Context: an optimization exercise on an open-source flow, tuned for small area, a short achievable clock period and few clock cycles per item. The choices shown serve that exercise and are no tape-out recipe. No functional check of the RTL was part of any run shown here.

==> flow/design.v (outline; a module is shown in full before it is edited, if it fits) <==
// module hsl_fa: 10 lines
// module hsl_ha: 9 lines
// module hsl_to_rgb_converter: 3609 lines
module hsl_to_rgb_converter (
	input  logic clk,
	input  logic arst_n,
	input  logic hsl_valid,
	output logic hsl_stall,
	input  hsl_pkg::hsl_t hsl,
	output logic rgb_valid,
	input  logic rgb_stall,
	output hsl_pkg::rgb_t rgb
);
  // ...
==> flow/run.sh <==
#!/bin/bash
# synth_recipe.tcl (not shown) runs the flow's synth.tcl, then flattens the netlist and writes it again
# the make line also repeats each setting of config.mk as NAME=value (left out here)
make -C /OpenROAD-flow-scripts/flow DESIGN_CONFIG=/design/flow/config.mk WORK_HOME=/design/flow/orfs CLKGATE_MAP_FILE= SYNTH_SCRIPT=/design/flow/synth_recipe.tcl finish
==> flow/config.mk <==
export PLATFORM = sky130hd
export DESIGN_NAME = hsl_to_rgb_converter
export DESIGN_NICKNAME = hsl_to_rgb_converter
export VERILOG_FILES = /design/flow/design.v
export SDC_FILE = /design/flow/constraint.sdc
export NUM_CORES = 4
export LEC_CHECK = 0
export CAP_MARGIN = 20
export CORE_MARGIN = 2
export CORE_UTILIZATION = 40
export SETUP_SLACK_MARGIN = 3.0
export SLEW_MARGIN = 20
export SYNTH_HIERARCHICAL = 1
export SYNTH_MINIMUM_KEEP_SIZE = 0
==> flow/constraint.sdc <==
create_clock -name core_clock -period 7.0 [get_ports {clk}]
set_input_delay 1.4000 -clock core_clock [delete_from_list [all_inputs] [get_ports {clk}]]
set_output_delay 1.4000 -clock core_clock [all_outputs]
set_load 0.01 [all_outputs]
==> run notes, run 1 <==
critical path launch point=L1[2]; hold_sp=l1[6]; layer carrying the most global-route usage=met2; dominant class by area=multi-input combinational cells; clkbuf count=18; Clock Sinks=191; Post-synth EDFFs=about 190; Non-CTS buffers=about 150; top sig layer=met5; crit-path leading delay family=adder cells; largest family of logic cells by synthesized area=adder cells; post-route setup slack=just over 3 ns; Port Buffers=just over 60; clock skew=about 0.022 ns; DR WL met3=roughly 2.0 mm; simple-gate share of the synthesized area=14.7%; Reg area=~0.0057 mm^2; routability-driven placement congestion ratio=a little under 0.9; run status=timing/DRC/antenna clean; Layout Cells excl Fill=roughly 2,300; top-area cell type share of the netlist area=31.1%; normalized max-slew margin=between 20% and 30%; ratio of cells with drive above 1 in the final layout=roughly a tenth; clk tree area frac=around 2.8%; fmax=between 200 and 300 MHz; Synth cell types=just over 70; vias in the first global route=between 10,000 and 15,000; Clock Latency Late Sink=approximately 0.48 ns; Clock Tree Buf Depth=2; Worst path max stage delay=approximately 0.52 ns; R2R setup slack=between 3 and 4 ns; DRT antenna net count=0; register share of the cell area=26.5%; Ant. Diodes=0; First-pass DRT Iterations=5; Metal-1 WL=19.6 mm; most frequent cells in the layout=290 x fa_1, 280 x and2_1, 187 x edfxtp_1; RSZ-0062 raised after global routing=yes; Initial DRC Count=approximately 670; syn_area_per_cell=around 12 um^2
==> run 2, diff against run 1 <==
--- a/flow/design.v
+++ b/flow/design.v
@@ -70,33 +70,40 @@
 	input  logic arst_n,
 	input  logic hsl_valid,
 	output logic hsl_stall,
 	input  hsl_pkg::hsl_t hsl,
 	output logic rgb_valid,
 	input  logic rgb_stall,
 	output hsl_pkg::rgb_t rgb
 );
-	logic v1, v2, v3, vo;
-	logic adv;
-	assign adv = !(vo && rgb_stall);
+	logic v1, v2, v3, vo, vs;
+	logic adv, o_load;
+	assign adv    = !vs;
+	assign o_load = !vo || !rgb_stall;
 	always_ff @(posedge clk or negedge arst_n) begin
 		if (!arst_n) begin
 			v1 <= 1'b0;
 			v2 <= 1'b0;
 			v3 <= 1'b0;
 			vo <= 1'b0;
-		end else if (adv) begin
-			v1 <= hsl_valid;
-			v2 <= v1;
-			v3 <= v2;
-			vo <= v3;
+			vs <= 1'b0;
+		end else begin
+			if (adv) begin
+				v1 <= hsl_valid;
+				v2 <= v1;
+				v3 <= v2;
+			end
+			if (o_load) begin
+				vo <= vs || v3;
+			end
+			vs <= !o_load && (vs || v3);
 		end
 	end
-	assign hsl_stall = !adv;
+	assign hsl_stall = vs;
 	assign rgb_valid = vo;
 	logic [8:0] s1, l1;
 	logic [7:0] L1;
 	logic [3:0] hb1;
 	logic [7:0] hl1;
 	logic [2:0] sec1;
 	logic [15:0] P1, F1;
 	logic [15:0] P2, F2;
@@ -3651,26 +3658,29 @@
 			r3[72] <= w1572;
 			r3[73] <= w1573;
 			r3[74] <= w1574;
 			r3[75] <= w1575;
 			r3[76] <= w1576;
 			sec3 <= sec2;
 		end
 	end
-	hsl_pkg::rgb_t y, ro;
+	hsl_pkg::rgb_t y, ro, rs;
 	always_comb begin
 		case (sec3)
 			3'd0:    y = {mx, md, mn};
 			3'd1:    y = {md, mx, mn};
 			3'd2:    y = {mn, mx, md};
 			3'd3:    y = {mn, md, mx};
 			3'd4:    y = {md, mn, mx};
 			default: y = {mx, mn, md};
 		endcase
 	end
 	always_ff @(posedge clk) begin
+		if (o_load) begin
+			ro <= vs ? rs : y;
+		end
 		if (adv) begin
-			ro <= y;
+			rs <= y;
 		end
 	end
 	assign rgb = ro;
 endmodule
==> flow/config.mk (replaced) <==
export PLATFORM = sky130hd
export DESIGN_NAME = hsl_to_rgb_converter
export DESIGN_NICKNAME = hsl_to_rgb_converter
export VERILOG_FILES = /design/flow/design.v
export SDC_FILE = /design/flow/constraint.sdc
export NUM_CORES = 4
export LEC_CHECK = 0
export CAP_MARGIN = 20
export CORE_MARGIN = 2
export CORE_UTILIZATION = 40
export SETUP_SLACK_MARGIN = 3.8
export SLEW_MARGIN = 20
export SYNTH_HIERARCHICAL = 1
export SYNTH_MINIMUM_KEEP_SIZE = 0
==> run notes, run 2 <==
Vias/cell=between 5 and 6; Worst Path Max Fanout=7; initial antenna violation count=1; setup violators final=0; count leader, synth=fa_1; Clock Sinks=216 (+13%); Critical Path Stages=12; largest net degree at the start of global routing=~100; Synth cell types=68 (-5.6%); H-tree depth=1; CTS tree=yes; fmax=245 MHz (-2.7%); top_reg_cell synth=edfxtp_1; post-layout util=between 50% and 60%; routability-driven placement congestion ratio=0.867 (+0.15%); Critical path destination=P2[15]; Hold Vio Cnt, Final=0; First-pass DRT Iterations=5 (unchanged); Clock Latency Late Sink=0.58 ns (+0.10 ns); Seq cells post-synth=216; Post-synth top cells=293 x fa_1, 278 x and2_1, 187 x edfxtp_1; DP Wirelength=around 33 mm; Cells after Synth=between 1,500 and 2,000; drt wl/cell=about 20 um; clock skew=0.0186 ns (-0.00329 ns); share of synthesized registers carrying an async set or reset=under 10%; Buf/Inv on CP=1; most common cell after layout, fill and taps aside=and2_1; Layout Cells excl Fill=2,424 (+5.5%); crit-path leading delay family=adder cells; Initial DRC Count=832 (+24%); Post-route DRC=0; NumNets Final=2,273; clock slew seen by the registers of the worst setup and hold paths=around 0.060 ns; WS Path Type=flop to flop; R2R setup slack=2.92 ns (-0.11 ns); normalized max-slew margin=34.0% (+5.4 points); TNS Setup=0 ns; die height=about 220 um; syn_area_per_cell=12.3 um^2 (+1.2%); dpl cells=2,213; Post-synth EDFFs=187 (unchanged); Critical Path RT=between 7 and 8 ns; Worst path max stage delay=0.51 ns (about the same); leading post-synthesis cells by cell area=fa_1 30%, edfxtp_1 29%, ha_1 9.9%; hold_sp=l1[1]; Critical Path Most Common Cell=fa_1; run status=timing/DRC/antenna clean; top-area cell type share of the netlist area=30.1% (-0.97 points); Warnings, synthesis=7; Clock Tree Buf Depth=3 (+1); Port Buffers=62 (unchanged); vias in the first global route=13,919 (+8.2%); fin crit period=just over 4 ns; DRT antenna net count=0 (unchanged); Worst Hold Depth=0; crit path cell chain=and2_4 > fa_1 > fa_2 > fa_1 > fa_1 > ha_1 > inv_1 > o31a_1 > nor2_4 > o41a_1 > or4_1 > nand3_1; Top Ports=63; cell area after synthesis=0.0195 mm^2; clock root cell=clkbuf_16; ratio of cells with drive above 1 in the final layout=25.5% (+16 points); Max Cap Viol=0; final period utilization=between 50 and 60%; CP endpoint kind=flop; most frequent cells in the layout=230 x and2_1, 188 x fa_1, 187 x edfxtp_1; post-synthesis sequential area ratio=a little under a third; Layout area overhead=23.7%; worst r2r path cells=12; Reg-to-Reg Start=L1[2]; FP Rows=80; hold crit path type=flop to flop; Crit Reg-Reg Endpoint=P2[15]; Worst-Margin Slew=0.989 ns; final wirelength=49.1 mm; slowest CP cell=edfxtp_1; RSZ-0062 raised after global routing=yes; Worst EP arrival=about 4.5 ns; first-pass GRT wire length=about 77 mm; max FFs per register=76; vias=~13,000; total gr overflow=0; Starting Density=40.7%; cell taking the most area after synthesis=fa_1; Ant. Diodes=0 (unchanged); core area=0.0479 mm^2; Largest regs=r3 (76), ro (24), rs (24); critical path launch point=L1[2]; crit path launch type=flop; largest reg by FF count=r3; CTS buffer count=27; die width=225 um; die area=between 0.05 and 0.06 mm^2; Slew Viols, Final=0; total track usage=between 10% and 20%
[run 2: changes by cell type after synthesis, sizes merged, moves of 9 or more]
cell | before | now
o21ai | 61 | 36
a21boi | 9 | 0
nand2b | 19 | 10
dfxtp | 0 | 24
nor2 | 44 | 54
a2bb2oi | 0 | 10
inv | 88 | 79
[run 2: through the flow]
stage / cell area [um^2] / hold WS, ns / worst slack (ns)
2_1_floorplan: 19900 / 0.400 / 2.99
3_3_place_gp: 21000 / 0.406 / 2.75
3_5_place_dp: 21000 / 0.406 / 2.69
4_1_cts: 23600 / 0.421 / 2.89
5_1_grt: 24100 / 0.426 / 2.77
6_report: 24100 / 0.417 / 2.92
[run 2: logic make-up after synthesis]
group                    count (synthesis)  share of synthesized area [%]
adder cells (fa/ha/maj)                447                           40.0
AO/OA/AOI/OAI                          226                           8.15
other                                    1                         0.0192
AND/OR/NAND/NOR                        493                           14.3
multiplexers                            12                          0.706
flip-flops                             216                           31.9
buffers and inverters                  141                           2.72
XOR/XNOR                                50                           2.25
[run 2: repair_timing]
action                     CTS  global route
resized for setup          156            72
gates cloned                 1             0
hold buffers                 0             0
setup endpoints to repair   98            87
setup buffers              137            24
pin swaps                   87            77
[run 2: worst min path at each step]
stage                          to  slack [ns]
after floorplan             l2[1]        0.40
after global placement      l2[8]        0.41
after detailed placement    l2[2]        0.41
after CTS                   l2[2]        0.42
after global routing      sec2[2]        0.43
final                       l2[1]        0.42
[run 2: cell type report]
class / instances / area [um^2]
clock buffer: 34 / 733
clock inverter: 15 / 186
fill: 4037 / 23800
multi-input combinational: 1238 / 13700
timing repair buffer: 227 / 2170
sequential: 216 / 6220
tap: 615 / 769
inverter: 79 / 314
[run 2: layer usage]
metal  global-route usage, %  wire length, um
met5                       0                0
met3                    3.87             2960
met4                    7.18             1730
met2                    32.8            23700
met1                    25.8            20700
[run 2: per-module statistics from Yosys (local to each module, per instance)]
module	cell area, um^2	flip-flops and latches	cells	times used
hsl_ha	12.5	0	1	46
hsl_fa	20.0	0	1	285
hsl_to_rgb_converter	13200	216	1255	1

-- static timing again, ports no longer ideal --
Ports are ideal in the flow. The routed layouts listed here were re-timed in OpenROAD. Step 1 (the two cells are an assumption about what drives the block):
set clk [get_ports {clk}]
set_driving_cell -lib_cell sky130_fd_sc_hd__clkbuf_16 $clk
set_driving_cell -lib_cell sky130_fd_sc_hd__buf_2 [delete_from_list [all_inputs] $clk]
Step 2 also shifts input and output timing later by t, the mid clock arrival at the registers, as if the neighbouring blocks saw the same clock. Slacks: ideal ports / drivers / drivers and shift; pairs: ideal ports / drivers.
| run | shift t [ns] | setup WS [ns] | worst hold slack (ns) | worst data-port slew with drivers (ns) | cell pins on the clock port's net |
|---|---|---|---|---|---|
| run 1 | 0.517 | 3.024 / 3.024 / 3.017 | 0.421 / 0.421 / 0.421 | 0.04 | 1 |
| run 2 | 0.627 | 2.916 / 2.916 / 2.916 | 0.417 / 0.417 / 0.417 | 0.04 | 1 |
After both steps every run listed still meets setup and hold. For run 1, which loses most, drivers alone change the setup slack by 0.000 ns; drivers and shift together by -0.007 ns.
